Context: an optimization exercise on an open-source flow, tuned for small area, a short achievable clock period and few clock cycles per item. The choices shown serve that exercise and are no tape-out recipe. Only simulation tests tie the RTL to the original design; equivalence was not proved. Power is estimated from default activity; no workload was simulated.

$ cat design/flow/flow/run.sh
#!/bin/bash
# The standard layout (standard.sh) with two changes to the ORFS run:
#  - timing repair aims at a larger setup slack (SETUP_SLACK_MARGIN), so the
#    layout is sped up beyond the 10 ns clock it must meet;
#  - the port buffers are buf_2 cells rather than the delay-cell buffer that
#    buffer_ports picks by default (every port still gets its own buffer).
# The make output goes to make_flow.log; ORFS keeps each tool's log under orfs/logs.
set -euo pipefail
MARGIN=${MARGIN:-6.5}
PORTBUF=${PORTBUF:-sky130_fd_sc_hd__buf_2}
sed "s/\"\\\${@:-finish}\"/SETUP_SLACK_MARGIN=$MARGIN 'BUFFER_PORTS_ARGS=-buffer_cell $PORTBUF' \"\${@:-finish}\"/" standard.sh > flow/standard_own.sh
grep -q "SETUP_SLACK_MARGIN=$MARGIN" flow/standard_own.sh
bash flow/standard_own.sh > make_flow.log 2>&1
$ cat design/flow/standard.sh
#!/bin/bash
# synth_recipe.tcl (not shown) runs the flow's synth.tcl, then flattens the netlist and writes it again
# the make line also repeats each setting of config.mk as NAME=value (left out here)
make -C /OpenROAD-flow-scripts/flow DESIGN_CONFIG=/design/flow/config.mk WORK_HOME=/design/flow/orfs CLKGATE_MAP_FILE= SYNTH_SCRIPT=/design/flow/synth_recipe.tcl "${@:-finish}"
$ cat design/flow/config.mk
export PLATFORM = sky130hd
export DESIGN_NAME = elastic_alu
export DESIGN_NICKNAME = elastic_alu
export VERILOG_FILES = /design/flow/design.v
export SDC_FILE = /design/flow/constraint.sdc
export NUM_CORES = 4
export LEC_CHECK = 0
export CAP_MARGIN = 20
export CORE_MARGIN = 2
export CORE_UTILIZATION = 40
export SLEW_MARGIN = 20
export SYNTH_HIERARCHICAL = 1
$ cat design/flow/constraint.sdc
create_clock -name core_clock -period 10.0 [get_ports {clk}]
set_input_delay 2.0000 -clock core_clock [delete_from_list [all_inputs] [get_ports {clk}]]
set_output_delay 2.0000 -clock core_clock [all_outputs]
set_load 0.01 [all_outputs]
$ cat design/flow/design.v
`timescale 1ns/1ps
package alu_pkg;
	localparam int DATA_W = 32;
	typedef logic [DATA_W-1:0] word_t;
	localparam int SHAMT_W = 5;
	typedef logic [SHAMT_W-1:0] shamt_t;
	typedef enum logic [3:0] {
		OP_ADD  = 4'd0,
		OP_SUB  = 4'd1,
		OP_MUL  = 4'd2,
		OP_AND  = 4'd3,
		OP_OR   = 4'd4,
		OP_XOR  = 4'd5,
		OP_SHL  = 4'd6,
		OP_LSHR = 4'd7,
		OP_ASHR = 4'd8,
		OP_EQ   = 4'd9,
		OP_NE   = 4'd10,
		OP_ULT  = 4'd11,
		OP_ULE  = 4'd12,
		OP_SLT  = 4'd13,
		OP_SLE  = 4'd14
	} alu_op_t;
	localparam int MUL_STAGES_DEF = 4;
endpackage
`timescale 1ns/1ps
module elastic_alu (
	input logic clk,
	input logic rst,
	input logic [31:0] lhs,
	input logic [3:0] lhs_op,
	input logic lhs_valid,
	output logic lhs_ready,
	input logic [31:0] rhs,
	input logic rhs_valid,
	output logic rhs_ready,
	output logic [31:0] result,
	output logic result_valid,
	input logic result_ready
);
	logic lv, rv, fire, adv;
	logic [31:0] a_l, a_r;
	logic [3:0] a_op;
	logic a_inv, a_sgn;
	logic lbusy, rbusy, lv_n, rv_n, sv_n;
	assign fire = lv & rv & adv;
	assign lhs_ready = ~lbusy;
	assign rhs_ready = ~rbusy;
	logic l_en, r_en;
	assign l_en = ~lv | fire;
	assign r_en = ~rv | fire;
	assign lv_n = l_en ? lhs_valid : lv;
	assign rv_n = r_en ? rhs_valid : rv;
	always_ff @(posedge clk or posedge rst) begin
		if (rst) begin
			lv <= 1'b0;
			rv <= 1'b0;
			lbusy <= 1'b0;
			rbusy <= 1'b0;
		end else begin
			lv <= lv_n;
			rv <= rv_n;
			lbusy <= lv_n & ~(rv_n & ~sv_n);
			rbusy <= rv_n & ~(lv_n & ~sv_n);
		end
	end
	always_ff @(posedge clk) begin
		if (l_en) begin
			a_l <= lhs;
			a_op <= lhs_op;
			a_inv <= (lhs_op == 4'd1) | ((lhs_op >= 4'd9) & (lhs_op <= 4'd14));
			a_sgn <= (lhs_op == 4'd13) | (lhs_op == 4'd14);
		end
		if (r_en) begin
			a_r <= rhs;
		end
	end
	logic o_mul, o_sh, o_rt, o_s, o_alu, o_inv, o_sgn;
	logic [31:0] e_l, opa, opb, lg;
	logic [33:0] as;
	logic [15:0] e_one, e_two, e_neg;
	logic [32:0] rr;
	logic e_x0, eq, lt, e_cmp;
	always_comb begin
		o_mul = (a_op == 4'd2);
		o_sh = (a_op == 4'd6) | (a_op == 4'd7) | (a_op == 4'd8);
		o_rt = (a_op == 4'd7) | (a_op == 4'd8);
		o_s = (a_op == 4'd8) & a_l[31];
		o_alu = (a_op <= 4'd1) | (a_op == 4'd3) | (a_op == 4'd4) | (a_op == 4'd5);
		o_inv = a_inv;
		o_sgn = a_sgn;
		opa = {a_l[31] ^ o_sgn, a_l[30:0]};
		opb = {a_r[31] ^ o_sgn, a_r[30:0]} ^ {32{o_inv}};
		as = {1'b0, opa, 1'b1} + {1'b0, opb, o_inv};
		eq = (a_l == a_r);
		lt = ~as[33];
		case (a_op)
			4'd3: lg = a_l & a_r;
			4'd4: lg = a_l | a_r;
			4'd5: lg = a_l ^ a_r;
			default: lg = as[32:1];
		endcase
		case (a_op)
			4'd9: e_cmp = eq;
			4'd10: e_cmp = ~eq;
			4'd11, 4'd13: e_cmp = lt;
			4'd12, 4'd14: e_cmp = lt | eq;
			default: e_cmp = 1'b0;
		endcase
		for (int i = 0; i < 32; i++) begin
			e_l[i] = o_alu ? lg[i] : o_rt ? (a_l[31 - i] ^ o_s) : a_l[i];
		end
		rr = {a_r, 1'b0};
		for (int j = 0; j < 16; j++) begin
			e_one[j] = (o_mul & (rr[2*j+1] ^ rr[2*j])) | (o_sh & (a_r[4:1] == j) & ~a_r[0]) | ((j == 0) & o_alu);
			e_two[j] = (o_mul & ((rr[2*j+2] & ~rr[2*j+1] & ~rr[2*j]) | (~rr[2*j+2] & rr[2*j+1] & rr[2*j]))) |
				(o_sh & (a_r[4:1] == j) & a_r[0]);
			e_neg[j] = o_mul & rr[2*j+2];
		end
		e_x0 = e_neg[0];
	end
	logic cv;
	logic [31:0] c_l;
	logic [15:0] one, two, neg;
	logic x0;
	logic c_sn, c_sr, c_sc, c_fe;
	always_ff @(posedge clk or posedge rst) begin
		if (rst) begin
			cv <= 1'b0;
		end else if (adv) begin
			cv <= fire;
		end
	end
	always_ff @(posedge clk) begin
		if (adv) begin
			c_l <= e_l;
			one <= e_one;
			two <= e_two;
			neg <= e_neg;
			x0 <= e_x0;
			c_sn <= ~o_rt;
			c_sr <= o_rt & ~o_s;
			c_sc <= o_rt & o_s;
			c_fe <= e_cmp;
		end
	end
	logic [31:0] pp0, pp1, pp2, pp3, pp4, pp5, pp6, pp7, pp8, pp9, pp10, pp11, pp12, pp13, pp14, pp15;
	logic [32:0] ll;
	assign ll = {c_l, 1'b0};
	always_comb begin
		for (int i = 0; i < 32; i++) begin
			pp0[i] = ((one[0] & ll[i+1]) | (two[0] & ll[i])) ^ neg[0];
			pp1[i] = ((one[1] & ll[i+1]) | (two[1] & ll[i])) ^ neg[1];
			pp2[i] = ((one[2] & ll[i+1]) | (two[2] & ll[i])) ^ neg[2];
			pp3[i] = ((one[3] & ll[i+1]) | (two[3] & ll[i])) ^ neg[3];
			pp4[i] = ((one[4] & ll[i+1]) | (two[4] & ll[i])) ^ neg[4];
			pp5[i] = ((one[5] & ll[i+1]) | (two[5] & ll[i])) ^ neg[5];
			pp6[i] = ((one[6] & ll[i+1]) | (two[6] & ll[i])) ^ neg[6];
			pp7[i] = ((one[7] & ll[i+1]) | (two[7] & ll[i])) ^ neg[7];
			pp8[i] = ((one[8] & ll[i+1]) | (two[8] & ll[i])) ^ neg[8];
			pp9[i] = ((one[9] & ll[i+1]) | (two[9] & ll[i])) ^ neg[9];
			pp10[i] = ((one[10] & ll[i+1]) | (two[10] & ll[i])) ^ neg[10];
			pp11[i] = ((one[11] & ll[i+1]) | (two[11] & ll[i])) ^ neg[11];
			pp12[i] = ((one[12] & ll[i+1]) | (two[12] & ll[i])) ^ neg[12];
			pp13[i] = ((one[13] & ll[i+1]) | (two[13] & ll[i])) ^ neg[13];
			pp14[i] = ((one[14] & ll[i+1]) | (two[14] & ll[i])) ^ neg[14];
			pp15[i] = ((one[15] & ll[i+1]) | (two[15] & ll[i])) ^ neg[15];
		end
	end
	logic [31:0] tx, ty, sum, rx;
	logic t1, t2, t3, t4, t5, t6, t7, t8, t9, t10, t11, t12, t13, t14, t15, t16, t17, t18, t19, t20, t21, t22, t23, t24, t25, t26, t27, t28, t29, t30, t31, t32, t33, t34, t35, t36, t37, t38, t39, t40, t41, t42, t43, t44, t45, t46, t47, t48, t49, t50, t51, t52, t53, t54, t55, t56, t57, t58, t59, t60, t61, t62, t63, t64, t65, t66, t67, t68, t69, t70, t71, t72, t73, t74, t75, t76, t77, t78, t79, t80, t81, t82, t83, t84, t85, t86, t87, t88, t89, t90, t91, t92, t93, t94, t95, t96, t97, t98, t99, t100, t101, t102, t103, t104, t105, t106, t107, t108, t109, t110, t111, t112, t113, t114, t115, t116, t117, t118, t119, t120, t121, t122, t123, t124, t125, t126, t127, t128, t129, t130, t131, t132, t133, t134, t135, t136, t137, t138, t139, t140, t141, t142, t143, t144, t145, t146, t147, t148, t149, t150, t151, t152, t153, t154, t155, t156, t157, t158, t159, t160, t161, t162, t163, t164, t165, t166, t167, t168, t169, t170, t171, t172, t173, t174, t175, t176, t177, t178, t179, t180, t181, t182, t183, t184, t185, t186, t187, t188, t189, t190, t191, t192, t193, t194, t195, t196, t197, t198, t199, t200, t201, t202, t203, t204, t205, t206, t207, t208, t209, t210, t211, t212, t213, t214, t215, t216, t217, t218, t219, t220, t221, t222, t223, t224, t225, t226, t227, t228, t229, t230, t231, t232, t233, t234, t235, t236, t237, t238, t239, t240, t241, t242, t243, t244, t245, t246, t247, t248, t249, t250, t251, t252, t253, t254, t255, t256, t257, t258, t259, t260, t261, t262, t263, t264, t265, t266, t267, t268, t269, t270, t271, t272, t273, t274, t275, t276, t277, t278, t279, t280, t281, t282, t283, t284, t285, t286, t287, t288, t289, t290, t291, t292, t293, t294, t295, t296, t297, t298, t299, t300, t301, t302, t303, t304, t305, t306, t307, t308, t309, t310, t311, t312, t313, t314, t315, t316, t317, t318, t319, t320, t321, t322, t323, t324, t325, t326, t327, t328, t329, t330, t331, t332, t333, t334, t335, t336, t337, t338, t339, t340, t341, t342, t343, t344, t345, t346, t347, t348, t349, t350, t351, t352, t353, t354, t355, t356, t357, t358, t359, t360, t361, t362, t363, t364, t365, t366, t367, t368, t369, t370, t371, t372, t373, t374, t375, t376, t377, t378, t379, t380, t381, t382, t383, t384, t385, t386, t387, t388, t389, t390, t391, t392, t393, t394, t395, t396, t397, t398, t399, t400, t401, t402, t403, t404, t405, t406, t407, t408, t409, t410, t411, t412, t413, t414, t415, t416, t417, t418, t419, t420, t421, t422, t423, t424, t425, t426, t427, t428, t429, t430, t431, t432, t433, t434, t435, t436, t437, t438, t439, t440, t441, t442, t443, t444, t445, t446, t447, t448, t449, t450, t451, t452, t453, t454, t455, t456, t457, t458, t459, t460, t461;
	csa_ha t1_h (.a(neg[12]), .b(pp0[24]), .s(t1), .co(t2));
	csa_ha t3_h (.a(pp0[25]), .b(pp10[5]), .s(t3), .co(t4));
	csa_fa t5_f (.a(neg[13]), .b(pp0[26]), .c(pp10[6]), .s(t5), .co(t6));
	csa_ha t7_h (.a(pp11[4]), .b(pp12[2]), .s(t7), .co(t8));
	csa_fa t9_f (.a(pp0[27]), .b(pp10[7]), .c(pp11[5]), .s(t9), .co(t10));
	csa_ha t11_h (.a(pp12[3]), .b(pp13[1]), .s(t11), .co(t12));
	csa_fa t13_f (.a(neg[14]), .b(pp0[28]), .c(pp10[8]), .s(t13), .co(t14));
	csa_fa t15_f (.a(pp11[6]), .b(pp12[4]), .c(pp13[2]), .s(t15), .co(t16));
	csa_ha t17_h (.a(pp14[0]), .b(pp1[26]), .s(t17), .co(t18));
	csa_fa t19_f (.a(pp0[29]), .b(pp10[9]), .c(pp11[7]), .s(t19), .co(t20));
	csa_fa t21_f (.a(pp12[5]), .b(pp13[3]), .c(pp14[1]), .s(t21), .co(t22));
	csa_ha t23_h (.a(pp1[27]), .b(pp2[25]), .s(t23), .co(t24));
	csa_fa t25_f (.a(neg[15]), .b(pp0[30]), .c(pp10[10]), .s(t25), .co(t26));
	csa_fa t27_f (.a(pp11[8]), .b(pp12[6]), .c(pp13[4]), .s(t27), .co(t28));
	csa_fa t29_f (.a(pp14[2]), .b(pp15[0]), .c(pp1[28]), .s(t29), .co(t30));
	csa_ha t31_h (.a(pp2[26]), .b(pp3[24]), .s(t31), .co(t32));
	csa_x2 t34_x (.a(pp0[31]), .b(pp10[11]), .y(t34));
	csa_x2 t33_x (.a(t34), .b(pp11[9]), .y(t33));
	csa_x2 t36_x (.a(pp12[7]), .b(pp13[5]), .y(t36));
	csa_x2 t35_x (.a(t36), .b(pp14[3]), .y(t35));
	csa_x2 t38_x (.a(pp15[1]), .b(pp1[29]), .y(t38));
	csa_x2 t37_x (.a(t38), .b(pp2[27]), .y(t37));
	csa_x2 t39_x (.a(pp3[25]), .b(pp4[23]), .y(t39));
	csa_ha t40_h (.a(neg[8]), .b(pp0[16]), .s(t40), .co(t41));
	csa_ha t42_h (.a(pp0[17]), .b(pp1[15]), .s(t42), .co(t43));
	csa_fa t44_f (.a(neg[9]), .b(pp0[18]), .c(pp1[16]), .s(t44), .co(t45));
	csa_ha t46_h (.a(pp2[14]), .b(pp3[12]), .s(t46), .co(t47));
	csa_fa t48_f (.a(pp0[19]), .b(pp1[17]), .c(pp2[15]), .s(t48), .co(t49));
	csa_ha t50_h (.a(pp3[13]), .b(pp4[11]), .s(t50), .co(t51));
	csa_fa t52_f (.a(neg[10]), .b(pp0[20]), .c(pp10[0]), .s(t52), .co(t53));
	csa_fa t54_f (.a(pp1[18]), .b(pp2[16]), .c(pp3[14]), .s(t54), .co(t55));
	csa_ha t56_h (.a(pp4[12]), .b(pp5[10]), .s(t56), .co(t57));
	csa_fa t58_f (.a(pp0[21]), .b(pp10[1]), .c(pp1[19]), .s(t58), .co(t59));
	csa_fa t60_f (.a(pp2[17]), .b(pp3[15]), .c(pp4[13]), .s(t60), .co(t61));
	csa_ha t62_h (.a(pp5[11]), .b(pp6[9]), .s(t62), .co(t63));
	csa_fa t64_f (.a(neg[11]), .b(pp0[22]), .c(pp10[2]), .s(t64), .co(t65));
	csa_fa t66_f (.a(pp11[0]), .b(pp1[20]), .c(pp2[18]), .s(t66), .co(t67));
	csa_fa t68_f (.a(pp3[16]), .b(pp4[14]), .c(pp5[12]), .s(t68), .co(t69));
	csa_ha t70_h (.a(pp6[10]), .b(pp7[8]), .s(t70), .co(t71));
	csa_fa t72_f (.a(pp0[23]), .b(pp10[3]), .c(pp11[1]), .s(t72), .co(t73));
	csa_fa t74_f (.a(pp1[21]), .b(pp2[19]), .c(pp3[17]), .s(t74), .co(t75));
	csa_fa t76_f (.a(pp4[15]), .b(pp5[13]), .c(pp6[11]), .s(t76), .co(t77));
	csa_ha t78_h (.a(pp7[9]), .b(pp8[7]), .s(t78), .co(t79));
	csa_fa t80_f (.a(pp10[4]), .b(pp11[2]), .c(pp12[0]), .s(t80), .co(t81));
	csa_fa t82_f (.a(pp1[22]), .b(pp2[20]), .c(pp3[18]), .s(t82), .co(t83));
	csa_fa t84_f (.a(pp4[16]), .b(pp5[14]), .c(pp6[12]), .s(t84), .co(t85));
	csa_fa t86_f (.a(pp7[10]), .b(pp8[8]), .c(pp9[6]), .s(t86), .co(t87));
	csa_fa t88_f (.a(pp11[3]), .b(pp12[1]), .c(pp1[23]), .s(t88), .co(t89));
	csa_fa t90_f (.a(pp2[21]), .b(pp3[19]), .c(pp4[17]), .s(t90), .co(t91));
	csa_fa t92_f (.a(pp5[15]), .b(pp6[13]), .c(pp7[11]), .s(t92), .co(t93));
	csa_fa t94_f (.a(pp8[9]), .b(pp9[7]), .c(t2), .s(t94), .co(t95));
	csa_fa t96_f (.a(pp13[0]), .b(pp1[24]), .c(pp2[22]), .s(t96), .co(t97));
	csa_fa t98_f (.a(pp3[20]), .b(pp4[18]), .c(pp5[16]), .s(t98), .co(t99));
	csa_fa t100_f (.a(pp6[14]), .b(pp7[12]), .c(pp8[10]), .s(t100), .co(t101));
	csa_fa t102_f (.a(pp9[8]), .b(t4), .c(t7), .s(t102), .co(t103));
	csa_fa t104_f (.a(pp1[25]), .b(pp2[23]), .c(pp3[21]), .s(t104), .co(t105));
	csa_fa t106_f (.a(pp4[19]), .b(pp5[17]), .c(pp6[15]), .s(t106), .co(t107));
	csa_fa t108_f (.a(pp7[13]), .b(pp8[11]), .c(pp9[9]), .s(t108), .co(t109));
	csa_fa t110_f (.a(t8), .b(t11), .c(t6), .s(t110), .co(t111));
	csa_fa t112_f (.a(pp2[24]), .b(pp3[22]), .c(pp4[20]), .s(t112), .co(t113));
	csa_fa t114_f (.a(pp5[18]), .b(pp6[16]), .c(pp7[14]), .s(t114), .co(t115));
	csa_fa t116_f (.a(pp8[12]), .b(pp9[10]), .c(t12), .s(t116), .co(t117));
	csa_fa t118_f (.a(t17), .b(t10), .c(t13), .s(t118), .co(t119));
	csa_fa t120_f (.a(pp3[23]), .b(pp4[21]), .c(pp5[19]), .s(t120), .co(t121));
	csa_fa t122_f (.a(pp6[17]), .b(pp7[15]), .c(pp8[13]), .s(t122), .co(t123));
	csa_fa t124_f (.a(pp9[11]), .b(t18), .c(t23), .s(t124), .co(t125));
	csa_fa t126_f (.a(t14), .b(t16), .c(t19), .s(t126), .co(t127));
	csa_fa t128_f (.a(pp4[22]), .b(pp5[20]), .c(pp6[18]), .s(t128), .co(t129));
	csa_fa t130_f (.a(pp7[16]), .b(pp8[14]), .c(pp9[12]), .s(t130), .co(t131));
	csa_fa t132_f (.a(t24), .b(t31), .c(t20), .s(t132), .co(t133));
	csa_fa t134_f (.a(t22), .b(t25), .c(t27), .s(t134), .co(t135));
	csa_x2 t137_x (.a(pp5[21]), .b(pp6[19]), .y(t137));
	csa_x2 t136_x (.a(t137), .b(pp7[17]), .y(t136));
	csa_x2 t139_x (.a(pp8[15]), .b(pp9[13]), .y(t139));
	csa_x2 t138_x (.a(t139), .b(t32), .y(t138));
	csa_x2 t141_x (.a(t39), .b(t26), .y(t141));
	csa_x2 t140_x (.a(t141), .b(t28), .y(t140));
	csa_x2 t143_x (.a(t30), .b(t33), .y(t143));
	csa_x2 t142_x (.a(t143), .b(t35), .y(t142));
	csa_ha t144_h (.a(neg[5]), .b(pp0[10]), .s(t144), .co(t145));
	csa_ha t146_h (.a(pp0[11]), .b(pp1[9]), .s(t146), .co(t147));
	csa_fa t148_f (.a(neg[6]), .b(pp0[12]), .c(pp1[10]), .s(t148), .co(t149));
	csa_ha t150_h (.a(pp2[8]), .b(pp3[6]), .s(t150), .co(t151));
	csa_fa t152_f (.a(pp0[13]), .b(pp1[11]), .c(pp2[9]), .s(t152), .co(t153));
	csa_ha t154_h (.a(pp3[7]), .b(pp4[5]), .s(t154), .co(t155));
	csa_fa t156_f (.a(neg[7]), .b(pp0[14]), .c(pp1[12]), .s(t156), .co(t157));
	csa_fa t158_f (.a(pp2[10]), .b(pp3[8]), .c(pp4[6]), .s(t158), .co(t159));
	csa_ha t160_h (.a(pp5[4]), .b(pp6[2]), .s(t160), .co(t161));
	csa_fa t162_f (.a(pp0[15]), .b(pp1[13]), .c(pp2[11]), .s(t162), .co(t163));
	csa_fa t164_f (.a(pp3[9]), .b(pp4[7]), .c(pp5[5]), .s(t164), .co(t165));
	csa_ha t166_h (.a(pp6[3]), .b(pp7[1]), .s(t166), .co(t167));
	csa_fa t168_f (.a(pp1[14]), .b(pp2[12]), .c(pp3[10]), .s(t168), .co(t169));
	csa_fa t170_f (.a(pp4[8]), .b(pp5[6]), .c(pp6[4]), .s(t170), .co(t171));
	csa_fa t172_f (.a(pp7[2]), .b(pp8[0]), .c(t40), .s(t172), .co(t173));
	csa_fa t174_f (.a(pp2[13]), .b(pp3[11]), .c(pp4[9]), .s(t174), .co(t175));
	csa_fa t176_f (.a(pp5[7]), .b(pp6[5]), .c(pp7[3]), .s(t176), .co(t177));
	csa_fa t178_f (.a(pp8[1]), .b(t41), .c(t42), .s(t178), .co(t179));
	csa_fa t180_f (.a(pp4[10]), .b(pp5[8]), .c(pp6[6]), .s(t180), .co(t181));
	csa_fa t182_f (.a(pp7[4]), .b(pp8[2]), .c(pp9[0]), .s(t182), .co(t183));
	csa_fa t184_f (.a(t43), .b(t46), .c(t44), .s(t184), .co(t185));
	csa_fa t186_f (.a(pp5[9]), .b(pp6[7]), .c(pp7[5]), .s(t186), .co(t187));
	csa_fa t188_f (.a(pp8[3]), .b(pp9[1]), .c(t47), .s(t188), .co(t189));
	csa_fa t190_f (.a(t50), .b(t45), .c(t48), .s(t190), .co(t191));
	csa_fa t192_f (.a(pp6[8]), .b(pp7[6]), .c(pp8[4]), .s(t192), .co(t193));
	csa_fa t194_f (.a(pp9[2]), .b(t51), .c(t56), .s(t194), .co(t195));
	csa_fa t196_f (.a(t49), .b(t52), .c(t54), .s(t196), .co(t197));
	csa_fa t198_f (.a(pp7[7]), .b(pp8[5]), .c(pp9[3]), .s(t198), .co(t199));
	csa_fa t200_f (.a(t57), .b(t62), .c(t53), .s(t200), .co(t201));
	csa_fa t202_f (.a(t55), .b(t58), .c(t60), .s(t202), .co(t203));
	csa_fa t204_f (.a(pp8[6]), .b(pp9[4]), .c(t63), .s(t204), .co(t205));
	csa_fa t206_f (.a(t70), .b(t59), .c(t61), .s(t206), .co(t207));
	csa_fa t208_f (.a(t64), .b(t66), .c(t68), .s(t208), .co(t209));
	csa_fa t210_f (.a(pp9[5]), .b(t71), .c(t78), .s(t210), .co(t211));
	csa_fa t212_f (.a(t65), .b(t67), .c(t69), .s(t212), .co(t213));
	csa_fa t214_f (.a(t72), .b(t74), .c(t76), .s(t214), .co(t215));
	csa_x2 t217_x (.a(t79), .b(t1), .y(t217));
	csa_x2 t216_x (.a(t217), .b(t73), .y(t216));
	csa_mj t218_m (.a(t79), .b(t1), .c(t73), .y(t218));
	csa_x2 t220_x (.a(t75), .b(t77), .y(t220));
	csa_x2 t219_x (.a(t220), .b(t80), .y(t219));
	csa_mj t221_m (.a(t75), .b(t77), .c(t80), .y(t221));
	csa_x2 t223_x (.a(t82), .b(t84), .y(t223));
	csa_x2 t222_x (.a(t223), .b(t86), .y(t222));
	csa_mj t224_m (.a(t82), .b(t84), .c(t86), .y(t224));
	csa_x2 t226_x (.a(t3), .b(t81), .y(t226));
	csa_x2 t225_x (.a(t226), .b(t83), .y(t225));
	csa_mj t227_m (.a(t3), .b(t81), .c(t83), .y(t227));
	csa_x2 t229_x (.a(t85), .b(t87), .y(t229));
	csa_x2 t228_x (.a(t229), .b(t88), .y(t228));
	csa_mj t230_m (.a(t85), .b(t87), .c(t88), .y(t230));
	csa_x2 t232_x (.a(t90), .b(t92), .y(t232));
	csa_x2 t231_x (.a(t232), .b(t94), .y(t231));
	csa_mj t233_m (.a(t90), .b(t92), .c(t94), .y(t233));
	csa_x2 t235_x (.a(t89), .b(t91), .y(t235));
	csa_x2 t234_x (.a(t235), .b(t93), .y(t234));
	csa_mj t236_m (.a(t89), .b(t91), .c(t93), .y(t236));
	csa_x2 t238_x (.a(t100), .b(t5), .y(t238));
	csa_x2 t237_x (.a(t238), .b(t96), .y(t237));
	csa_mj t239_m (.a(t100), .b(t5), .c(t96), .y(t239));
	csa_x2 t241_x (.a(t98), .b(t95), .y(t241));
	csa_x2 t240_x (.a(t241), .b(t102), .y(t240));
	csa_mj t242_m (.a(t98), .b(t95), .c(t102), .y(t242));
	csa_x2 t244_x (.a(t101), .b(t97), .y(t244));
	csa_x2 t243_x (.a(t244), .b(t99), .y(t243));
	csa_mj t245_m (.a(t101), .b(t97), .c(t99), .y(t245));
	csa_x2 t247_x (.a(t104), .b(t106), .y(t247));
	csa_x2 t246_x (.a(t247), .b(t108), .y(t246));
	csa_mj t248_m (.a(t104), .b(t106), .c(t108), .y(t248));
	csa_x2 t250_x (.a(t9), .b(t103), .y(t250));
	csa_x2 t249_x (.a(t250), .b(t110), .y(t249));
	csa_mj t251_m (.a(t9), .b(t103), .c(t110), .y(t251));
	csa_x2 t253_x (.a(t105), .b(t107), .y(t253));
	csa_x2 t252_x (.a(t253), .b(t109), .y(t252));
	csa_mj t254_m (.a(t105), .b(t107), .c(t109), .y(t254));
	csa_x2 t256_x (.a(t112), .b(t114), .y(t256));
	csa_x2 t255_x (.a(t256), .b(t15), .y(t255));
	csa_mj t257_m (.a(t112), .b(t114), .c(t15), .y(t257));
	csa_x2 t259_x (.a(t116), .b(t111), .y(t259));
	csa_x2 t258_x (.a(t259), .b(t118), .y(t258));
	csa_mj t260_m (.a(t116), .b(t111), .c(t118), .y(t260));
	csa_x2 t262_x (.a(t113), .b(t115), .y(t262));
	csa_x2 t261_x (.a(t262), .b(t120), .y(t261));
	csa_mj t263_m (.a(t113), .b(t115), .c(t120), .y(t263));
	csa_x2 t265_x (.a(t122), .b(t21), .y(t265));
	csa_x2 t264_x (.a(t265), .b(t117), .y(t264));
	csa_mj t266_m (.a(t122), .b(t21), .c(t117), .y(t266));
	csa_x2 t268_x (.a(t124), .b(t119), .y(t268));
	csa_x2 t267_x (.a(t268), .b(t126), .y(t267));
	csa_mj t269_m (.a(t124), .b(t119), .c(t126), .y(t269));
	csa_x2 t271_x (.a(t121), .b(t123), .y(t271));
	csa_x2 t270_x (.a(t271), .b(t128), .y(t270));
	csa_mj t272_m (.a(t121), .b(t123), .c(t128), .y(t272));
	csa_x2 t274_x (.a(t130), .b(t29), .y(t274));
	csa_x2 t273_x (.a(t274), .b(t125), .y(t273));
	csa_mj t275_m (.a(t130), .b(t29), .c(t125), .y(t275));
	csa_x2 t277_x (.a(t127), .b(t132), .y(t277));
	csa_x2 t276_x (.a(t277), .b(t134), .y(t276));
	csa_mj t278_m (.a(t127), .b(t132), .c(t134), .y(t278));
	csa_x2 t280_x (.a(t129), .b(t131), .y(t280));
	csa_x2 t279_x (.a(t280), .b(t136), .y(t279));
	csa_x2 t282_x (.a(t37), .b(t138), .y(t282));
	csa_x2 t281_x (.a(t282), .b(t133), .y(t281));
	csa_x2 t284_x (.a(t140), .b(t142), .y(t284));
	csa_x2 t283_x (.a(t284), .b(t135), .y(t283));
	csa_ha t285_h (.a(neg[3]), .b(pp0[6]), .s(t285), .co(t286));
	csa_ha t287_h (.a(pp0[7]), .b(pp1[5]), .s(t287), .co(t288));
	csa_fa t289_f (.a(neg[4]), .b(pp0[8]), .c(pp1[6]), .s(t289), .co(t290));
	csa_ha t291_h (.a(pp2[4]), .b(pp3[2]), .s(t291), .co(t292));
	csa_fa t293_f (.a(pp0[9]), .b(pp1[7]), .c(pp2[5]), .s(t293), .co(t294));
	csa_ha t295_h (.a(pp3[3]), .b(pp4[1]), .s(t295), .co(t296));
	csa_fa t297_f (.a(pp1[8]), .b(pp2[6]), .c(pp3[4]), .s(t297), .co(t298));
	csa_fa t299_f (.a(pp4[2]), .b(pp5[0]), .c(t144), .s(t299), .co(t300));
	csa_fa t301_f (.a(pp2[7]), .b(pp3[5]), .c(pp4[3]), .s(t301), .co(t302));
	csa_fa t303_f (.a(pp5[1]), .b(t145), .c(t146), .s(t303), .co(t304));
	csa_fa t305_f (.a(pp4[4]), .b(pp5[2]), .c(pp6[0]), .s(t305), .co(t306));
	csa_fa t307_f (.a(t147), .b(t150), .c(t148), .s(t307), .co(t308));
	csa_fa t309_f (.a(pp5[3]), .b(pp6[1]), .c(t151), .s(t309), .co(t310));
	csa_fa t311_f (.a(t154), .b(t149), .c(t152), .s(t311), .co(t312));
	csa_fa t313_f (.a(pp7[0]), .b(t155), .c(t160), .s(t313), .co(t314));
	csa_fa t315_f (.a(t153), .b(t156), .c(t158), .s(t315), .co(t316));
	csa_fa t317_f (.a(t161), .b(t166), .c(t157), .s(t317), .co(t318));
	csa_fa t319_f (.a(t159), .b(t162), .c(t164), .s(t319), .co(t320));
	csa_fa t321_f (.a(t167), .b(t163), .c(t165), .s(t321), .co(t322));
	csa_fa t323_f (.a(t168), .b(t170), .c(t172), .s(t323), .co(t324));
	csa_fa t325_f (.a(t169), .b(t171), .c(t174), .s(t325), .co(t326));
	csa_fa t327_f (.a(t176), .b(t173), .c(t178), .s(t327), .co(t328));
	csa_fa t329_f (.a(t175), .b(t177), .c(t180), .s(t329), .co(t330));
	csa_fa t331_f (.a(t182), .b(t179), .c(t184), .s(t331), .co(t332));
	csa_fa t333_f (.a(t181), .b(t183), .c(t186), .s(t333), .co(t334));
	csa_fa t335_f (.a(t188), .b(t185), .c(t190), .s(t335), .co(t336));
	csa_fa t337_f (.a(t187), .b(t192), .c(t189), .s(t337), .co(t338));
	csa_fa t339_f (.a(t194), .b(t191), .c(t196), .s(t339), .co(t340));
	csa_fa t341_f (.a(t193), .b(t198), .c(t195), .s(t341), .co(t342));
	csa_fa t343_f (.a(t197), .b(t200), .c(t202), .s(t343), .co(t344));
	csa_fa t345_f (.a(t199), .b(t204), .c(t201), .s(t345), .co(t346));
	csa_fa t347_f (.a(t203), .b(t206), .c(t208), .s(t347), .co(t348));
	csa_fa t349_f (.a(t205), .b(t210), .c(t207), .s(t349), .co(t350));
	csa_fa t351_f (.a(t209), .b(t212), .c(t214), .s(t351), .co(t352));
	csa_x2 t354_x (.a(t211), .b(t216), .y(t354));
	csa_x2 t353_x (.a(t354), .b(t213), .y(t353));
	csa_mj t355_m (.a(t211), .b(t216), .c(t213), .y(t355));
	csa_x2 t357_x (.a(t219), .b(t215), .y(t357));
	csa_x2 t356_x (.a(t357), .b(t222), .y(t356));
	csa_mj t358_m (.a(t219), .b(t215), .c(t222), .y(t358));
	csa_x2 t360_x (.a(t218), .b(t225), .y(t360));
	csa_x2 t359_x (.a(t360), .b(t228), .y(t359));
	csa_mj t361_m (.a(t218), .b(t225), .c(t228), .y(t361));
	csa_x2 t363_x (.a(t221), .b(t224), .y(t363));
	csa_x2 t362_x (.a(t363), .b(t231), .y(t362));
	csa_mj t364_m (.a(t221), .b(t224), .c(t231), .y(t364));
	csa_x2 t366_x (.a(t227), .b(t234), .y(t366));
	csa_x2 t365_x (.a(t366), .b(t230), .y(t365));
	csa_mj t367_m (.a(t227), .b(t234), .c(t230), .y(t367));
	csa_x2 t369_x (.a(t237), .b(t240), .y(t369));
	csa_x2 t368_x (.a(t369), .b(t233), .y(t368));
	csa_mj t370_m (.a(t237), .b(t240), .c(t233), .y(t370));
	csa_x2 t372_x (.a(t236), .b(t243), .y(t372));
	csa_x2 t371_x (.a(t372), .b(t239), .y(t371));
	csa_mj t373_m (.a(t236), .b(t243), .c(t239), .y(t373));
	csa_x2 t375_x (.a(t246), .b(t249), .y(t375));
	csa_x2 t374_x (.a(t375), .b(t242), .y(t374));
	csa_mj t376_m (.a(t246), .b(t249), .c(t242), .y(t376));
	csa_x2 t378_x (.a(t245), .b(t252), .y(t378));
	csa_x2 t377_x (.a(t378), .b(t248), .y(t377));
	csa_mj t379_m (.a(t245), .b(t252), .c(t248), .y(t379));
	csa_x2 t381_x (.a(t255), .b(t258), .y(t381));
	csa_x2 t380_x (.a(t381), .b(t251), .y(t380));
	csa_mj t382_m (.a(t255), .b(t258), .c(t251), .y(t382));
	csa_x2 t384_x (.a(t254), .b(t261), .y(t384));
	csa_x2 t383_x (.a(t384), .b(t257), .y(t383));
	csa_mj t385_m (.a(t254), .b(t261), .c(t257), .y(t385));
	csa_x2 t387_x (.a(t264), .b(t267), .y(t387));
	csa_x2 t386_x (.a(t387), .b(t260), .y(t386));
	csa_mj t388_m (.a(t264), .b(t267), .c(t260), .y(t388));
	csa_x2 t390_x (.a(t270), .b(t263), .y(t390));
	csa_x2 t389_x (.a(t390), .b(t273), .y(t389));
	csa_mj t391_m (.a(t270), .b(t263), .c(t273), .y(t391));
	csa_x2 t393_x (.a(t266), .b(t276), .y(t393));
	csa_x2 t392_x (.a(t393), .b(t269), .y(t392));
	csa_mj t394_m (.a(t266), .b(t276), .c(t269), .y(t394));
	csa_x2 t396_x (.a(t279), .b(t272), .y(t396));
	csa_x2 t395_x (.a(t396), .b(t281), .y(t395));
	csa_x2 t398_x (.a(t275), .b(t283), .y(t398));
	csa_x2 t397_x (.a(t398), .b(t278), .y(t397));
	csa_ha t399_h (.a(neg[2]), .b(pp0[4]), .s(t399), .co(t400));
	csa_ha t401_h (.a(pp0[5]), .b(pp1[3]), .s(t401), .co(t402));
	csa_fa t403_f (.a(pp1[4]), .b(pp2[2]), .c(pp3[0]), .s(t403), .co(t404));
	csa_fa t405_f (.a(pp2[3]), .b(pp3[1]), .c(t286), .s(t405), .co(t406));
	csa_fa t407_f (.a(pp4[0]), .b(t288), .c(t291), .s(t407), .co(t408));
	csa_fa t409_f (.a(t292), .b(t295), .c(t290), .s(t409), .co(t410));
	csa_fa t411_f (.a(t296), .b(t294), .c(t297), .s(t411), .co(t412));
	csa_fa t413_f (.a(t298), .b(t301), .c(t300), .s(t413), .co(t414));
	csa_fa t415_f (.a(t302), .b(t305), .c(t304), .s(t415), .co(t416));
	csa_fa t417_f (.a(t306), .b(t309), .c(t308), .s(t417), .co(t418));
	csa_fa t419_f (.a(t310), .b(t313), .c(t312), .s(t419), .co(t420));
	csa_fa t421_f (.a(t314), .b(t316), .c(t317), .s(t421), .co(t422));
	csa_fa t423_f (.a(t318), .b(t320), .c(t321), .s(t423), .co(t424));
	csa_fa t425_f (.a(t322), .b(t325), .c(t324), .s(t425), .co(t426));
	csa_fa t427_f (.a(t326), .b(t329), .c(t328), .s(t427), .co(t428));
	csa_fa t429_f (.a(t330), .b(t333), .c(t332), .s(t429), .co(t430));
	csa_fa t431_f (.a(t334), .b(t337), .c(t336), .s(t431), .co(t432));
	csa_fa t433_f (.a(t338), .b(t341), .c(t340), .s(t433), .co(t434));
	csa_fa t435_f (.a(t342), .b(t345), .c(t344), .s(t435), .co(t436));
	csa_fa t437_f (.a(t346), .b(t349), .c(t348), .s(t437), .co(t438));
	csa_x2 t440_x (.a(t353), .b(t350), .y(t440));
	csa_x2 t439_x (.a(t440), .b(t356), .y(t439));
	csa_mj t441_m (.a(t353), .b(t350), .c(t356), .y(t441));
	csa_x2 t443_x (.a(t355), .b(t359), .y(t443));
	csa_x2 t442_x (.a(t443), .b(t358), .y(t442));
	csa_mj t444_m (.a(t355), .b(t359), .c(t358), .y(t444));
	csa_x2 t446_x (.a(t361), .b(t365), .y(t446));
	csa_x2 t445_x (.a(t446), .b(t364), .y(t445));
	csa_mj t447_m (.a(t361), .b(t365), .c(t364), .y(t447));
	csa_x2 t449_x (.a(t367), .b(t371), .y(t449));
	csa_x2 t448_x (.a(t449), .b(t370), .y(t448));
	csa_mj t450_m (.a(t367), .b(t371), .c(t370), .y(t450));
	csa_x2 t452_x (.a(t373), .b(t377), .y(t452));
	csa_x2 t451_x (.a(t452), .b(t376), .y(t451));
	csa_mj t453_m (.a(t373), .b(t377), .c(t376), .y(t453));
	csa_x2 t455_x (.a(t379), .b(t383), .y(t455));
	csa_x2 t454_x (.a(t455), .b(t382), .y(t454));
	csa_mj t456_m (.a(t379), .b(t383), .c(t382), .y(t456));
	csa_x2 t458_x (.a(t385), .b(t389), .y(t458));
	csa_x2 t457_x (.a(t458), .b(t388), .y(t457));
	csa_mj t459_m (.a(t385), .b(t389), .c(t388), .y(t459));
	csa_x2 t461_x (.a(t391), .b(t395), .y(t461));
	csa_x2 t460_x (.a(t461), .b(t394), .y(t460));
	logic q0_0, q0_1, q1_0, q2_0, q2_1, q2_2, q3_0, q3_1, q4_0, q4_1, q4_2, q5_0, q5_1, q5_2, q6_0, q6_1, q6_2, q7_0, q7_1, q7_2, q8_0, q8_1, q8_2, q9_0, q9_1, q9_2, q10_0, q10_1, q10_2, q11_0, q11_1, q11_2, q12_0, q12_1, q12_2, q13_0, q13_1, q13_2, q14_0, q14_1, q14_2, q15_0, q15_1, q15_2, q16_0, q16_1, q16_2, q17_0, q17_1, q17_2, q18_0, q18_1, q18_2, q19_0, q19_1, q19_2, q20_0, q20_1, q20_2, q21_0, q21_1, q21_2, q22_0, q22_1, q22_2, q23_0, q23_1, q23_2, q24_0, q24_1, q24_2, q25_0, q25_1, q25_2, q26_0, q26_1, q26_2, q27_0, q27_1, q27_2, q28_0, q28_1, q28_2, q29_0, q29_1, q29_2, q30_0, q30_1, q30_2, q31_0, q31_1, q31_2;
	always_ff @(posedge clk) begin
		if (adv) begin
			q0_0 <= x0;
			q0_1 <= pp0[0];
			q1_0 <= pp0[1];
			q2_0 <= neg[1];
			q2_1 <= pp0[2];
			q2_2 <= pp1[0];
			q3_0 <= pp0[3];
			q3_1 <= pp1[1];
			q4_0 <= t399;
			q4_1 <= pp1[2];
			q4_2 <= pp2[0];
			q5_0 <= t401;
			q5_1 <= pp2[1];
			q5_2 <= t400;
			q6_0 <= t403;
			q6_1 <= t285;
			q6_2 <= t402;
			q7_0 <= t405;
			q7_1 <= t287;
			q7_2 <= t404;
			q8_0 <= t407;
			q8_1 <= t289;
			q8_2 <= t406;
			q9_0 <= t409;
			q9_1 <= t293;
			q9_2 <= t408;
			q10_0 <= t411;
			q10_1 <= t299;
			q10_2 <= t410;
			q11_0 <= t413;
			q11_1 <= t303;
			q11_2 <= t412;
			q12_0 <= t415;
			q12_1 <= t307;
			q12_2 <= t414;
			q13_0 <= t417;
			q13_1 <= t311;
			q13_2 <= t416;
			q14_0 <= t419;
			q14_1 <= t315;
			q14_2 <= t418;
			q15_0 <= t421;
			q15_1 <= t319;
			q15_2 <= t420;
			q16_0 <= t423;
			q16_1 <= t323;
			q16_2 <= t422;
			q17_0 <= t425;
			q17_1 <= t327;
			q17_2 <= t424;
			q18_0 <= t427;
			q18_1 <= t331;
			q18_2 <= t426;
			q19_0 <= t429;
			q19_1 <= t335;
			q19_2 <= t428;
			q20_0 <= t431;
			q20_1 <= t339;
			q20_2 <= t430;
			q21_0 <= t433;
			q21_1 <= t343;
			q21_2 <= t432;
			q22_0 <= t435;
			q22_1 <= t347;
			q22_2 <= t434;
			q23_0 <= t437;
			q23_1 <= t351;
			q23_2 <= t436;
			q24_0 <= t439;
			q24_1 <= t352;
			q24_2 <= t438;
			q25_0 <= t442;
			q25_1 <= t362;
			q25_2 <= t441;
			q26_0 <= t445;
			q26_1 <= t368;
			q26_2 <= t444;
			q27_0 <= t448;
			q27_1 <= t374;
			q27_2 <= t447;
			q28_0 <= t451;
			q28_1 <= t380;
			q28_2 <= t450;
			q29_0 <= t454;
			q29_1 <= t386;
			q29_2 <= t453;
			q30_0 <= t457;
			q30_1 <= t392;
			q30_2 <= t456;
			q31_0 <= t460;
			q31_1 <= t397;
			q31_2 <= t459;
		end
	end
	logic u1, u2, u3, u4, u5, u6, u7, u8, u9, u10, u11, u12, u13, u14, u15, u16, u17, u18, u19, u20, u21, u22, u23, u24, u25, u26, u27, u28, u29, u30, u31, u32, u33, u34, u35, u36, u37, u38, u39, u40, u41, u42, u43, u44, u45, u46, u47, u48, u49, u50, u51, u52, u53, u54, u55, u56, u57, u58, u59, u60, u61, u62, u63, u64, u65, u66, u67, u68, u69, u70, u71, u72, u73, u74, u75, u76, u77, u78, u79, u80, u81, u82, u83, u84, u85, u86, u87;
	csa_ha u1_h (.a(q2_0), .b(q2_1), .s(u1), .co(u2));
	csa_ha u3_h (.a(q3_0), .b(q3_1), .s(u3), .co(u4));
	csa_x2 u6_x (.a(q4_0), .b(q4_1), .y(u6));
	csa_x2 u5_x (.a(u6), .b(q4_2), .y(u5));
	csa_mj u7_m (.a(q4_0), .b(q4_1), .c(q4_2), .y(u7));
	csa_x2 u9_x (.a(q5_0), .b(q5_1), .y(u9));
	csa_x2 u8_x (.a(u9), .b(q5_2), .y(u8));
	csa_mj u10_m (.a(q5_0), .b(q5_1), .c(q5_2), .y(u10));
	csa_x2 u12_x (.a(q6_0), .b(q6_1), .y(u12));
	csa_x2 u11_x (.a(u12), .b(q6_2), .y(u11));
	csa_mj u13_m (.a(q6_0), .b(q6_1), .c(q6_2), .y(u13));
	csa_x2 u15_x (.a(q7_0), .b(q7_1), .y(u15));
	csa_x2 u14_x (.a(u15), .b(q7_2), .y(u14));
	csa_mj u16_m (.a(q7_0), .b(q7_1), .c(q7_2), .y(u16));
	csa_x2 u18_x (.a(q8_0), .b(q8_1), .y(u18));
	csa_x2 u17_x (.a(u18), .b(q8_2), .y(u17));
	csa_mj u19_m (.a(q8_0), .b(q8_1), .c(q8_2), .y(u19));
	csa_x2 u21_x (.a(q9_0), .b(q9_1), .y(u21));
	csa_x2 u20_x (.a(u21), .b(q9_2), .y(u20));
	csa_mj u22_m (.a(q9_0), .b(q9_1), .c(q9_2), .y(u22));
	csa_x2 u24_x (.a(q10_0), .b(q10_1), .y(u24));
	csa_x2 u23_x (.a(u24), .b(q10_2), .y(u23));
	csa_mj u25_m (.a(q10_0), .b(q10_1), .c(q10_2), .y(u25));
	csa_x2 u27_x (.a(q11_0), .b(q11_1), .y(u27));
	csa_x2 u26_x (.a(u27), .b(q11_2), .y(u26));
	csa_mj u28_m (.a(q11_0), .b(q11_1), .c(q11_2), .y(u28));
	csa_x2 u30_x (.a(q12_0), .b(q12_1), .y(u30));
	csa_x2 u29_x (.a(u30), .b(q12_2), .y(u29));
	csa_mj u31_m (.a(q12_0), .b(q12_1), .c(q12_2), .y(u31));
	csa_x2 u33_x (.a(q13_0), .b(q13_1), .y(u33));
	csa_x2 u32_x (.a(u33), .b(q13_2), .y(u32));
	csa_mj u34_m (.a(q13_0), .b(q13_1), .c(q13_2), .y(u34));
	csa_x2 u36_x (.a(q14_0), .b(q14_1), .y(u36));
	csa_x2 u35_x (.a(u36), .b(q14_2), .y(u35));
	csa_mj u37_m (.a(q14_0), .b(q14_1), .c(q14_2), .y(u37));
	csa_x2 u39_x (.a(q15_0), .b(q15_1), .y(u39));
	csa_x2 u38_x (.a(u39), .b(q15_2), .y(u38));
	csa_mj u40_m (.a(q15_0), .b(q15_1), .c(q15_2), .y(u40));
	csa_x2 u42_x (.a(q16_0), .b(q16_1), .y(u42));
	csa_x2 u41_x (.a(u42), .b(q16_2), .y(u41));
	csa_mj u43_m (.a(q16_0), .b(q16_1), .c(q16_2), .y(u43));
	csa_x2 u45_x (.a(q17_0), .b(q17_1), .y(u45));
	csa_x2 u44_x (.a(u45), .b(q17_2), .y(u44));
	csa_mj u46_m (.a(q17_0), .b(q17_1), .c(q17_2), .y(u46));
	csa_x2 u48_x (.a(q18_0), .b(q18_1), .y(u48));
	csa_x2 u47_x (.a(u48), .b(q18_2), .y(u47));
	csa_mj u49_m (.a(q18_0), .b(q18_1), .c(q18_2), .y(u49));
	csa_x2 u51_x (.a(q19_0), .b(q19_1), .y(u51));
	csa_x2 u50_x (.a(u51), .b(q19_2), .y(u50));
	csa_mj u52_m (.a(q19_0), .b(q19_1), .c(q19_2), .y(u52));
	csa_x2 u54_x (.a(q20_0), .b(q20_1), .y(u54));
	csa_x2 u53_x (.a(u54), .b(q20_2), .y(u53));
	csa_mj u55_m (.a(q20_0), .b(q20_1), .c(q20_2), .y(u55));
	csa_x2 u57_x (.a(q21_0), .b(q21_1), .y(u57));
	csa_x2 u56_x (.a(u57), .b(q21_2), .y(u56));
	csa_mj u58_m (.a(q21_0), .b(q21_1), .c(q21_2), .y(u58));
	csa_x2 u60_x (.a(q22_0), .b(q22_1), .y(u60));
	csa_x2 u59_x (.a(u60), .b(q22_2), .y(u59));
	csa_mj u61_m (.a(q22_0), .b(q22_1), .c(q22_2), .y(u61));
	csa_x2 u63_x (.a(q23_0), .b(q23_1), .y(u63));
	csa_x2 u62_x (.a(u63), .b(q23_2), .y(u62));
	csa_mj u64_m (.a(q23_0), .b(q23_1), .c(q23_2), .y(u64));
	csa_x2 u66_x (.a(q24_0), .b(q24_1), .y(u66));
	csa_x2 u65_x (.a(u66), .b(q24_2), .y(u65));
	csa_mj u67_m (.a(q24_0), .b(q24_1), .c(q24_2), .y(u67));
	csa_x2 u69_x (.a(q25_0), .b(q25_1), .y(u69));
	csa_x2 u68_x (.a(u69), .b(q25_2), .y(u68));
	csa_mj u70_m (.a(q25_0), .b(q25_1), .c(q25_2), .y(u70));
	csa_x2 u72_x (.a(q26_0), .b(q26_1), .y(u72));
	csa_x2 u71_x (.a(u72), .b(q26_2), .y(u71));
	csa_mj u73_m (.a(q26_0), .b(q26_1), .c(q26_2), .y(u73));
	csa_x2 u75_x (.a(q27_0), .b(q27_1), .y(u75));
	csa_x2 u74_x (.a(u75), .b(q27_2), .y(u74));
	csa_mj u76_m (.a(q27_0), .b(q27_1), .c(q27_2), .y(u76));
	csa_x2 u78_x (.a(q28_0), .b(q28_1), .y(u78));
	csa_x2 u77_x (.a(u78), .b(q28_2), .y(u77));
	csa_mj u79_m (.a(q28_0), .b(q28_1), .c(q28_2), .y(u79));
	csa_x2 u81_x (.a(q29_0), .b(q29_1), .y(u81));
	csa_x2 u80_x (.a(u81), .b(q29_2), .y(u80));
	csa_mj u82_m (.a(q29_0), .b(q29_1), .c(q29_2), .y(u82));
	csa_x2 u84_x (.a(q30_0), .b(q30_1), .y(u84));
	csa_x2 u83_x (.a(u84), .b(q30_2), .y(u83));
	csa_mj u85_m (.a(q30_0), .b(q30_1), .c(q30_2), .y(u85));
	csa_x2 u87_x (.a(q31_0), .b(q31_1), .y(u87));
	csa_x2 u86_x (.a(u87), .b(q31_2), .y(u86));
	assign tx = {u86, u83, u80, u77, u74, u71, u68, u65, u62, u59, u56, u53, u50, u47, u44, u41, u38, u35, u32, u29, u26, u23, u20, u17, u14, u11, u8, u5, u3, u1, q1_0, q0_0};
	assign ty = {u85, u82, u79, u76, u73, u70, u67, u64, u61, u58, u55, u52, u49, u46, u43, u40, u37, u34, u31, u28, u25, u22, u19, u16, u13, u10, u7, u4, u2, q2_2, 1'b0, q0_1};
	assign sum = tx + ty;
	assign rx = tx ^ ty;
	logic bv;
	logic b_sn, b_sr, b_sc, b_fe;
	always_ff @(posedge clk or posedge rst) begin
		if (rst) begin
			bv <= 1'b0;
		end else if (adv) begin
			bv <= cv;
		end
	end
	always_ff @(posedge clk) begin
		if (adv) begin
			b_sn <= c_sn;
			b_sr <= c_sr;
			b_sc <= c_sc;
			b_fe <= c_fe;
		end
	end
	logic [31:0] res;
	always_comb begin
		for (int i = 0; i < 32; i++) begin
			res[i] = (b_sn & sum[i]) | (b_sr & rx[31 - i]) | (b_sc & ~rx[31 - i]);
		end
		res[0] = res[0] | b_fe;
	end
	logic ov, sv, take;
	logic [31:0] o_d, s_d;
	assign adv = ~sv;
	assign take = ov & result_ready;
	assign result_valid = ov;
	assign result = o_d;
	logic ov_n;
	always_comb begin
		ov_n = ov;
		sv_n = sv;
		if (sv) begin
			if (take) sv_n = 1'b0;
		end else if (bv) begin
			if (ov & ~take) sv_n = 1'b1;
			else ov_n = 1'b1;
		end else if (take) begin
			ov_n = 1'b0;
		end
	end
	always_ff @(posedge clk or posedge rst) begin
		if (rst) begin
			ov <= 1'b0;
			sv <= 1'b0;
		end else begin
			ov <= ov_n;
			sv <= sv_n;
		end
	end
	logic k_s, k_n, k_r, k_c;
	logic [31:0] o_n;
	assign k_s = sv;
	assign k_n = ~sv & b_sn;
	assign k_r = ~sv & b_sr;
	assign k_c = ~sv & b_sc;
	always_comb begin
		for (int i = 0; i < 32; i++) begin
			o_n[i] = (k_s & s_d[i]) | (k_n & sum[i]) | (k_r & rx[31 - i]) | (k_c & ~rx[31 - i]);
		end
		o_n[0] = o_n[0] | (~sv & b_fe);
	end
	always_ff @(posedge clk) begin
		if (~sv) s_d <= res;
		if ((sv & take) | (~sv & bv & (~ov | take))) o_d <= o_n;
	end
endmodule
module csa_fa (
	input logic a,
	input logic b,
	input logic c,
	output logic s,
	output logic co
);
	assign s = a ^ b ^ c;
	assign co = (a & b) | (a & c) | (b & c);
endmodule
module csa_ha (
	input logic a,
	input logic b,
	output logic s,
	output logic co
);
	assign s = a ^ b;
	assign co = a & b;
endmodule
module csa_x2 (
	input logic a,
	input logic b,
	output logic y
);
	assign y = a ^ b;
endmodule
module csa_mj (
	input logic a,
	input logic b,
	input logic c,
	output logic y
);
	assign y = (a & b) | (a & c) | (b & c);
endmodule
==> flow_summary_export.csv <==
group,metric,value,unit
outcome,status,"complete, no violations",
clock_tree,cts_root_buf,"clkbuf_16",
place,numPortBuffers,107,
finish,finalNetCount,3038,
clock_tree,ctsLongestPathBuffers,3,
timing,worstMarginPinSlew,1.12,ns
timing,setup_tns,0,ns
power_and_ir_drop,p_seq_share,52.0,%
critical_path,crit_top_cell,"maj3_2",
synth,synthTopCellsByCount,"xnor2_1 (316), edfxtp_1 (314), a22oi_1 (263)",
critical_path,worstPathCellList,"a22oi_1 -> xnor2_1 -> fa_1 -> fa_1 -> maj3_2 -> maj3_2 -> maj3_2",
detailed_routing,vias,21399,
detailed_routing,drc,0,
timing,fin_hold_ws,0.419,ns
min_path,hp-start,"c_sn",
min_path,hold_path.class,"reg -> reg",
critical_path,cp-end-kind,"flip-flop",
power_and_ir_drop,pwr-share-comb,0.6,%
clock_tree,cts_made_buffers,38,
die,dieWidth,270,um
timing,clock_skew,0.0458,ns
clock_tree,clock_latency,0.59,ns
clock_tree,hold_buffers,0,
critical_path,cp-start-kind,"flip-flop",
timing,slew_headroom,25.5,%
synth,synth_edf_count,314,
finish,multi_input_area,17500,um2
min_path,min_to,"b_sn",
synth,syn_nets,3038,
global_routing,first_global_vias,21275,
clock_tree,cts_tree,"yes",
place,dpl_cell_area,29500,um2
clock_tree,path_clk_slew,0.06,ns
critical_path,crit_path_max_incr_delay,0.79,ns
detailed_routing,routedWlPerCell,23.7,um
finish,instances_no_fill,3637,
critical_path,worst-r2r-setup-slack,6.55,ns
clock_tree,cts_sinks,322,
synth,ys_ff_latch,322,
timing,fin_crit_sh,34.5,%
global_routing,grt_max_degree,94,
timing,hold_violations,0,
place,place_ws,6.19,ns
timing,post-route-min-period,3.45,ns
global_routing,gr-total-overflow,0,
min_path,hold_path_depth,0,
synth,synth_top_cell_by_area,"edfxtp_1",
power_and_ir_drop,powerDensity,90.6,nW/um2
synth,yosysSeqAreaShare,34.1,%
detailed_routing,finalWirelength,86000,um
finish,num_antenna_cells,0,
critical_path,r2r-start,"one[10]",
finish,drive_gt1_share,14.5,%
power_and_ir_drop,power_switching,586,uW
power_and_ir_drop,max-vdd-ir-drop,0.000109,V
place,gp_congestion,0.927,
critical_path,crit_path_max_fanout,12,
timing,maxSlewViolCount,0,
critical_path,cpMaxStageDelayCell,"edfxtp_1",
power_and_ir_drop,internal_power,2230,uW
synth,synth_most_common_cell,"xnor2_1",
synth,syn_inst,2674,
detailed_routing,drtIter0Drc,1986,
finish,final-seq-area,9630,um2
timing,timing.final.ws_setup,6.55,ns
synth,yosys-top-cells-area,"edfxtp_1 (33%), xnor2_1 (9.8%), fa_1 (9.0%), ha_1 (7.3%), a22oi_1 (7.0%)",
synth,synth-async-reset-ratio,2.48,%
finish,areaGrowthSynthToFinish,9.94,%
synth,ys.flop_type,"edfxtp_1",
finish,n_fill_cell,6643,
finish,design_area,31000,um2
die,io_pins,108,
die,rows,97,
detailed_routing,drt_pass1_iterations,8,
clock_tree,cts-htree-levels,2,
place,hpwl,61200,um
synth,ys_warn_count,7,
detailed_routing,viasPerCell,5.88,
power_and_ir_drop,p_sw_share,20.9,%
synth,synth_area,28200,um2
critical_path,timing.rr.end,"q31_2",
die,start_util,40.4,%
die,die_h,270,um
detailed_routing,antenna_left,0,
global_routing,grt_pass1_wl,131000,um
global_routing,antenna_found_initial,0,
timing,setup_violations,0,
power_and_ir_drop,p_clk_share,47.4,%
die,die-area,72700,um2
critical_path,critPathRequiredTime,10.30,ns
timing,fmax,290,MHz
synth,yosysTopAreaCellShare,33.4,%
timing,rsz0062_at_grt,"true",
power_and_ir_drop,p_leak,0.0119,uW
place,dp_cells,3549,
synth,postSynthAreaPerCell,10.6,um2
critical_path,r2r_cells,7,
critical_path,cp.arrival,3.75,ns
job,cap_violations,0,
global_routing,gr-usage-all-layers,23.0,%
critical_path,critical_path_class,"reg -> reg",
die,core_area,69900,um2
synth,synth.distinct_cells,85,
cells by family (layout without fill, tap and decap cells):
family | after synthesis | in the layout | share of synthesized area [%]
mux | 59 | 59 | 2.23
simple gates | 349 | 349 | 5.89
fa+ha+maj | 361 | 361 | 19.1
xor+xnor | 533 | 533 | 16.5
compound gates | 732 | 732 | 17.7
flops | 322 | 322 | 34.1
buf+inv | 318 | 341 | 4.47
cell type report:
type / instances / area share, %
tap: 940 / 3.79
clock inverter: 20 / 0.625
clock buffer: 43 / 3.13
inverter: 101 / 1.25
multi-input combinational: 2034 / 56.3
sequential: 322 / 31.0
timing repair buffer: 177 / 3.88
through the flow:
stage | total power (uW) | util, %
final | 2810 | 44.4
after global routing | 2900 | 44.4
after CTS | 2840 | 43.9
after detailed placement | 1510 | 42.1
after global placement | 1510 | 42.1
after floorplan | 1490 | -
timing repair:
| action | 4_1_cts | 5_1_grt |
|---|---|---|
| gates cloned | 0 | 1 |
| endpoints found under the hold margin | 0 | 0 |
| pin swaps | 3 | 4 |
| setup endpoints to repair | 28 | 40 |
| resized for setup | 8 | 22 |
| buffers inserted | 5 | 19 |
registers in the layout, indices dropped and copies added (netlist names), 4 cells and up:
| signal | flops |
|---|---|
| o_d | 32 |
| a_op | 4 |
| a_r | 32 |
| neg | 16 |
| c_l | 32 |
| s_d | 32 |
| two | 16 |
| a_l | 32 |
| one | 16 |
routing by layer:
layer  track usage, %  vias to the layer above  routed length [um]
met4             9.09                        0                3400
met3             2.70                      197                5850
met1             30.4                    10516               35700
met5                0                        -                   0
li1                 -                     9698                   -
met2             38.3                      988               41100
cell usage in the layout, fill, tap and decap left out, types with 10 or more instances in the layout:
| cell type | Yosys | layout |
|---|---|---|
| ha_1 | 164 | 157 |
| xor2_1 | 217 | 217 |
| buf_2 | 4 | 107 |
| o211ai_1 | 15 | 15 |
| nor4_1 | 10 | 10 |
| o21bai_1 | 11 | 11 |
| a21o_1 | 31 | 31 |
| a31oi_1 | 15 | 12 |
| a22oi_1 | 263 | 262 |
| buf_4 | 1 | 57 |
| inv_1 | 101 | 100 |
| xnor2_1 | 316 | 316 |
| clkbuf_16 | 0 | 39 |
| nand3_1 | 19 | 19 |
| fa_1 | 127 | 127 |
| nand2_1 | 97 | 96 |
| nor2_1 | 110 | 109 |
| nand4_1 | 12 | 12 |
| maj3_2 | 70 | 70 |
| nor3_1 | 34 | 32 |
| a21oi_1 | 157 | 152 |
| o22ai_1 | 33 | 33 |
| mux2i_1 | 29 | 29 |
| a221oi_1 | 22 | 21 |
| edfxtp_1 | 314 | 314 |
| and3_1 | 12 | 12 |
| mux2_2 | 28 | 28 |
| o21ai_0 | 103 | 97 |
| o21a_1 | 12 | 12 |
how the worst max path moves through the flow:
stage / start / to / slack, ns / cells after the start
3_3_place_gp: two[0] / q31_2 / 6.01 / 7
6_report: one[10] / q31_2 / 6.55 / 7
2_1_floorplan: neg[2] / q22_0 / 6.56 / 7
3_5_place_dp: a_inv / c_l[12] / 6.19 / 11
5_1_grt: a_inv / c_l[29] / 6.47 / 11
4_1_cts: a_inv / c_fe / 6.50 / 11
per-module statistics from Yosys (local to each module, per instance):
module,flip-flops and latches,copies in the design,cells inside,cell area [um2]
elastic_alu,322,1,2282,23100
csa_fa,0,127,1,20.0
csa_ha,0,29,1,12.5
csa_mj,0,69,1,11.3
csa_x2,0,167,1,8.76
power by group through the flow:
stage / Sequential (uW) / Clock [uW] / Combinational, uW
after floorplan: 1490 / 0 / 1.59
after global placement: 1490 / 0 / 15.6
after detailed placement: 1490 / 0 / 16.3
after CTS: 1460 / 1370 / 16.4
after global routing: 1460 / 1420 / 18.4
final: 1460 / 1330 / 16.0
critical path, delay by kind of cell (launching register included):
family | cells | cell delay, ns
adders and majority gates | 5 | 1.94
AOI/OAI and AO/OA | 1 | 0.22
DFF | 1 | 0.79
xor gates and xnor gates | 1 | 0.22
Testbench counts, summed over its fixed seeds: cycles 16,032, items 16,000.

-- port drivers added, routing unchanged --
Ports are ideal in the flow. The routed layout listed here was re-timed in OpenROAD. Step 1: set_driving_cell puts a clkbuf_16 on clk and a buf_2 on each other input, an assumption about the parent block. Step 2 adds t to the input delays and takes it off the output delays; t is the mean of the earliest and latest rising clock arrival at the registers after step 1. Input paths then give back, and output paths get back, about the clock's delay inside the block. a / b / c = no drivers / after step 1 / after step 2; a / b = the first two.
t (ns): 0.630
setup WS [ns]: 6.554 / 6.554 / 6.554
pins driven straight from the clock port: 1
After both steps setup and hold are still met in this run. For this run, drivers alone change the setup slack by 0.000 ns; drivers and shift together by 0.000 ns.
